This design comes from an exercise in tuning for a short achievable clock period and few clock cycles on the open sky130 flow, not from production work.
For this run, only the layout was checked, not whether the RTL still works.

$ cat design/flow/constraint.sdc
create_clock -name core_clock -period 5.5 [get_ports {Clk}]
set_input_delay 1.1000 -clock core_clock [delete_from_list [all_inputs] [get_ports {Clk}]]
set_output_delay 1.1000 -clock core_clock [all_outputs]
set_load 0.01 [all_outputs]
$ cat design/flow/design.v
package memmap_pkg;
  localparam int C_SLOT_W = 3;
  typedef logic [C_SLOT_W-1:0] slot_t;
  function automatic logic slot_mapped(input slot_t slot, input integer nbanks);
    slot_mapped = ({{(32-C_SLOT_W){1'b0}}, slot} < nbanks);
  endfunction
endpackage
module cheby_dpssram #(
  parameter int g_data_width = 16,
  parameter int g_addr_width = 6
) (
  input  logic                       clk_i,
  input  logic [2**g_addr_width-1:0] wr_i,
  input  logic [g_data_width-1:0]    wr_data_i,
  input  logic [g_addr_width-1:0]    addr_a_i,
  output logic [g_data_width-1:0]    rd_a_o,
  input  logic [g_addr_width-1:0]    addr_b_i,
  input  logic                       rd_b_i,
  output logic [g_data_width-1:0]    data_b_o
);
  localparam int NW = 2**g_addr_width;
  logic [g_data_width-1:0] mem_q [NW];
  logic [g_data_width-1:0] data_b_q;
  for (genvar i = 0; i < NW; i++) begin : g_word
    always_ff @(posedge clk_i)
      if (wr_i[i]) mem_q[i] <= wr_data_i;
  end
  assign rd_a_o = mem_q[addr_a_i];
  always_ff @(posedge clk_i)
    if (rd_b_i) data_b_q <= mem_q[addr_b_i];
  assign data_b_o = data_b_q;
endmodule
module memmap_bank #(
  parameter int G_DATA_WIDTH = 16,
  parameter int G_BANK_AW    = 6
) (
  input  logic                    Clk,
  input  logic [2**G_BANK_AW-1:0] wr_i,
  input  logic [G_DATA_WIDTH-1:0] wr_data_i,
  input  logic [G_BANK_AW-1:0]    addr_a_i,
  output logic [G_DATA_WIDTH-1:0] rd_a_o,
  input  logic [G_BANK_AW-1:0]    addr_b_i,
  input  logic                    rd_b_i,
  output logic [G_DATA_WIDTH-1:0] dat_b_o
);
  cheby_dpssram #(
    .g_data_width(G_DATA_WIDTH),
    .g_addr_width(G_BANK_AW)
  ) u_ram (
    .clk_i    (Clk),
    .wr_i     (wr_i),
    .wr_data_i(wr_data_i),
    .addr_a_i (addr_a_i),
    .rd_a_o   (rd_a_o),
    .addr_b_i (addr_b_i),
    .rd_b_i   (rd_b_i),
    .data_b_o (dat_b_o)
  );
endmodule
module memmap_nbank #(
  parameter int G_NBANKS     = 2,
  parameter int G_DATA_WIDTH = 16,
  parameter int G_BANK_AW    = 6
) (
  input  logic                             Clk,
  input  logic                             rst_n,
  input  logic [G_BANK_AW+4:2]             VMEAddr,
  input  logic [31:0]                      VMEWrData,
  input  logic                             VMERdMem,
  input  logic                             VMEWrMem,
  output logic [31:0]                      VMERdData,
  output logic                             VMERdDone,
  output logic                             VMEWrDone,
  output logic                             VMEErr,
  input  logic [G_NBANKS*G_BANK_AW-1:0]    bank_adr_i,
  input  logic [G_NBANKS-1:0]              bank_rd_i,
  output logic [G_NBANKS*G_DATA_WIDTH-1:0] bank_dat_o
);
  localparam int NW = 2**G_BANK_AW;
  logic                    wr_done_q, rd_done_q, err_q;
  logic [NW-1:0]           wr_en_q [G_NBANKS];
  logic [G_DATA_WIDTH-1:0] wr_dat_q;
  logic [G_DATA_WIDTH-1:0] rd_dat_q;
  logic [G_DATA_WIDTH-1:0] rd_a [G_NBANKS];
  logic [G_DATA_WIDTH-1:0] rd_mux;
  memmap_pkg::slot_t       slot;
  logic [G_BANK_AW-1:0]    word;
  logic                    unused_wr_hi;
  assign unused_wr_hi = ^VMEWrData;
  assign slot = VMEAddr[G_BANK_AW+4:G_BANK_AW+2];
  assign word = VMEAddr[G_BANK_AW+1:2];
  always_ff @(posedge Clk or negedge rst_n) begin
    if (!rst_n) begin
      wr_done_q <= 1'b0;
      rd_done_q <= 1'b0;
      err_q     <= 1'b0;
      for (int k = 0; k < G_NBANKS; k++) wr_en_q[k] <= '0;
    end else begin
      wr_done_q <= VMEWrMem;
      rd_done_q <= VMERdMem;
      err_q     <= (VMEWrMem || VMERdMem) && !memmap_pkg::slot_mapped(slot, G_NBANKS);
      for (int k = 0; k < G_NBANKS; k++)
        for (int i = 0; i < NW; i++)
          wr_en_q[k][i] <= VMEWrMem && ({{(32-memmap_pkg::C_SLOT_W){1'b0}}, slot} == k) &&
                           ({{(32-G_BANK_AW){1'b0}}, word} == i);
    end
  end
  always_comb begin
    rd_mux = '0;
    for (int k = 0; k < G_NBANKS; k++)
      if ({{(32-memmap_pkg::C_SLOT_W){1'b0}}, slot} == k) rd_mux = rd_a[k];
  end
  always_ff @(posedge Clk) begin
    wr_dat_q <= VMEWrData[G_DATA_WIDTH-1:0];
    rd_dat_q <= rd_mux;
  end
  for (genvar k = 0; k < G_NBANKS; k++) begin : g_bank
    memmap_bank #(
      .G_DATA_WIDTH(G_DATA_WIDTH),
      .G_BANK_AW   (G_BANK_AW)
    ) u_bank (
      .Clk      (Clk),
      .wr_i     (wr_en_q[k]),
      .wr_data_i(wr_dat_q),
      .addr_a_i (word),
      .rd_a_o   (rd_a[k]),
      .addr_b_i (bank_adr_i[k*G_BANK_AW +: G_BANK_AW]),
      .rd_b_i   (bank_rd_i[k]),
      .dat_b_o  (bank_dat_o[k*G_DATA_WIDTH +: G_DATA_WIDTH])
    );
  end
  assign VMERdData = {{(32-G_DATA_WIDTH){1'b0}}, rd_dat_q};
  assign VMERdDone = rd_done_q;
  assign VMEWrDone = wr_done_q;
  assign VMEErr    = err_q;
endmodule
$ cat design/flow/config.mk
export PLATFORM = sky130hd
export DESIGN_NAME = memmap_nbank
export DESIGN_NICKNAME = memmap_nbank
export VERILOG_FILES = /design/flow/design.v
export SDC_FILE = /design/flow/constraint.sdc
export NUM_CORES = 4
export LEC_CHECK = 0
export ABC_CLOCK_PERIOD_IN_PS = 2000
export CAP_MARGIN = 20
export CORE_MARGIN = 2
export CORE_UTILIZATION = 65
export SETUP_SLACK_MARGIN = 3.2
export SLEW_MARGIN = 20
$ cat design/flow/run.sh
#!/bin/bash
# synth_recipe.tcl (not shown) runs the flow's synth.tcl, then flattens the netlist and writes it again
# the make line also repeats each setting of config.mk as NAME=value (left out here)
make -C /OpenROAD-flow-scripts/flow DESIGN_CONFIG=/design/flow/config.mk WORK_HOME=/design/flow/orfs CLKGATE_MAP_FILE= SYNTH_SCRIPT=/design/flow/synth_recipe.tcl finish
==> results by group <==
Logic synthesis
  • Ys async rst share: between 5 and 6%
  • Yosys reg bits: about 2200
  • Ys flop type: edfxtp_1
  • Mapped Cells: 7572
  • Number of synthesized flops with an enable pin: around 2100
  • Sequential share of the synthesized area: 67.74%
  • Mean post-synth cell area: 12.94 sq um
  • Yosys warns: 6
  • Count of cell types in the netlist: 65
  • Post-Syn Area: between 0.09 and 0.1 sq mm

Global route
  • GRT Overall Usage: 84.12%
  • Initial antenna violation count: 98
  • Gr ovfl total: 8
  • Largest net degree at the start of global routing: ~150

Floorplanning
  • Die width: 392.3 um
  • Starting Density: between 60% and 70%
  • Top Ports: between 100 and 150
  • Die height: between 300 and 400 um
  • Rows: between 100 and 150

Placed design
  • DP Wirelength: between 300000 and 400000 um
  • Placed Cells: ~9500
  • RePlAce Congestion: about 1.2
  • IO buf count: a little over 90

Status
  • Halt Reason: [ERROR GRT-0232] Routing congestion too high. Check the congestion heatmap in the GUI.
  • Stopped at: global routing
  • Outcome: stopped before the end

Clock network
  • H-Tree Depth: 4
  • Worst-case clock buffer depth: 3
  • Num Clock Sinks: between 2000 and 2500
  • Root Buffer: clkbuf_16
  • CTS buffer count: 220

Timing
  • Post-GRT worst EP: bank_dat_o[29]
  • WEP type: top-level output
[how the worst max path moves through the flow]
stage | from | to | slack, ns
floorplan | VMEAddr[5] | rd_dat_q[14] | 2.75
global placement | bank_adr_i[6] | g_bank[1].u_bank.u_ram.data_b_q[8] | 0.41
detailed placement | bank_adr_i[9] | g_bank[1].u_bank.u_ram.data_b_q[8] | 0.54
CTS | g_bank[1].u_bank.u_ram.data_b_q[13] | bank_dat_o[29] | 2.58
[routing by layer]
metal,GRT overflow,global-route usage [%]
met5,0,69.51
met4,3,73.56
met3,3,80.43
met2,2,89.59
met1,0,87.50
[Yosys cell counts (all sizes together), types with 3 or more instances]
cell        n  share of area (%)
a2bb2oi     5              0.045
a221o       5              0.051
nand2     105               0.40
and3b      56               0.50
nand4     617                3.9
dfxtp      32               0.65
nand4b      4              0.036
a22o       36               0.32
buf       387                2.1
o21ai      86               0.44
clkbuf    377                1.4
a22oi     918                7.0
dfrtp     131                3.3
or4         7              0.054
nor2b       7              0.045
mux2       64               0.74
nand2b      3              0.019
and4b      14               0.14
and2      140               0.89
nand3b      7              0.054
nor3        7              0.036
o2111ai     8              0.072
edfxtp   2080                 64
nor4b      13               0.24
a32o       36               0.37
and4       35               0.31
a21oi      60               0.31
nor2      184               0.71
o211ai     13               0.10
mux2i      26               0.27
nor4      187                1.2
a2111oi    34               0.33
nor3b      27               0.21
nand3    1681                8.6
and4bb     11               0.14
nor4bb      7               0.10
and3      116               0.74
a31oi      16               0.10
a32oi       3              0.027
o22ai      17               0.11
[power by group through the flow]
stage | Sequential (mW) | Clock [mW] | Combinational (mW)
after floorplan | 19.2 | 0 | 0.856
after CTS | 18.8 | 15.0 | 2.53
after global placement | 19.2 | 0 | 1.94
after detailed placement | 19.2 | 0 | 1.95
[through the flow]
stage | hold slack (ns) | setup slack [ns] | cell area (sq um) | util [%]
floorplan | 0.5210 | 2.752 | 100500 | -
global placement | 0.5574 | 0.4130 | 104300 | 69.64
detailed placement | 0.5919 | 0.5391 | 104300 | 69.67
CTS | 0.3056 | 2.584 | 119900 | 80.04
[repair_timing]
action                                  4_1_cts
endpoints found under the setup margin      198
buffers inserted                            342
gates resized for setup                    1156
cloned                                       75
hold buffers                                  0
pin swaps                                   272
[logic make-up after synthesis]
family	synth area share (%)
buf+inv	3.523
mux	1.001
simple gates	18.38
flops	67.74
other cells	0.003827
compound gates	9.347
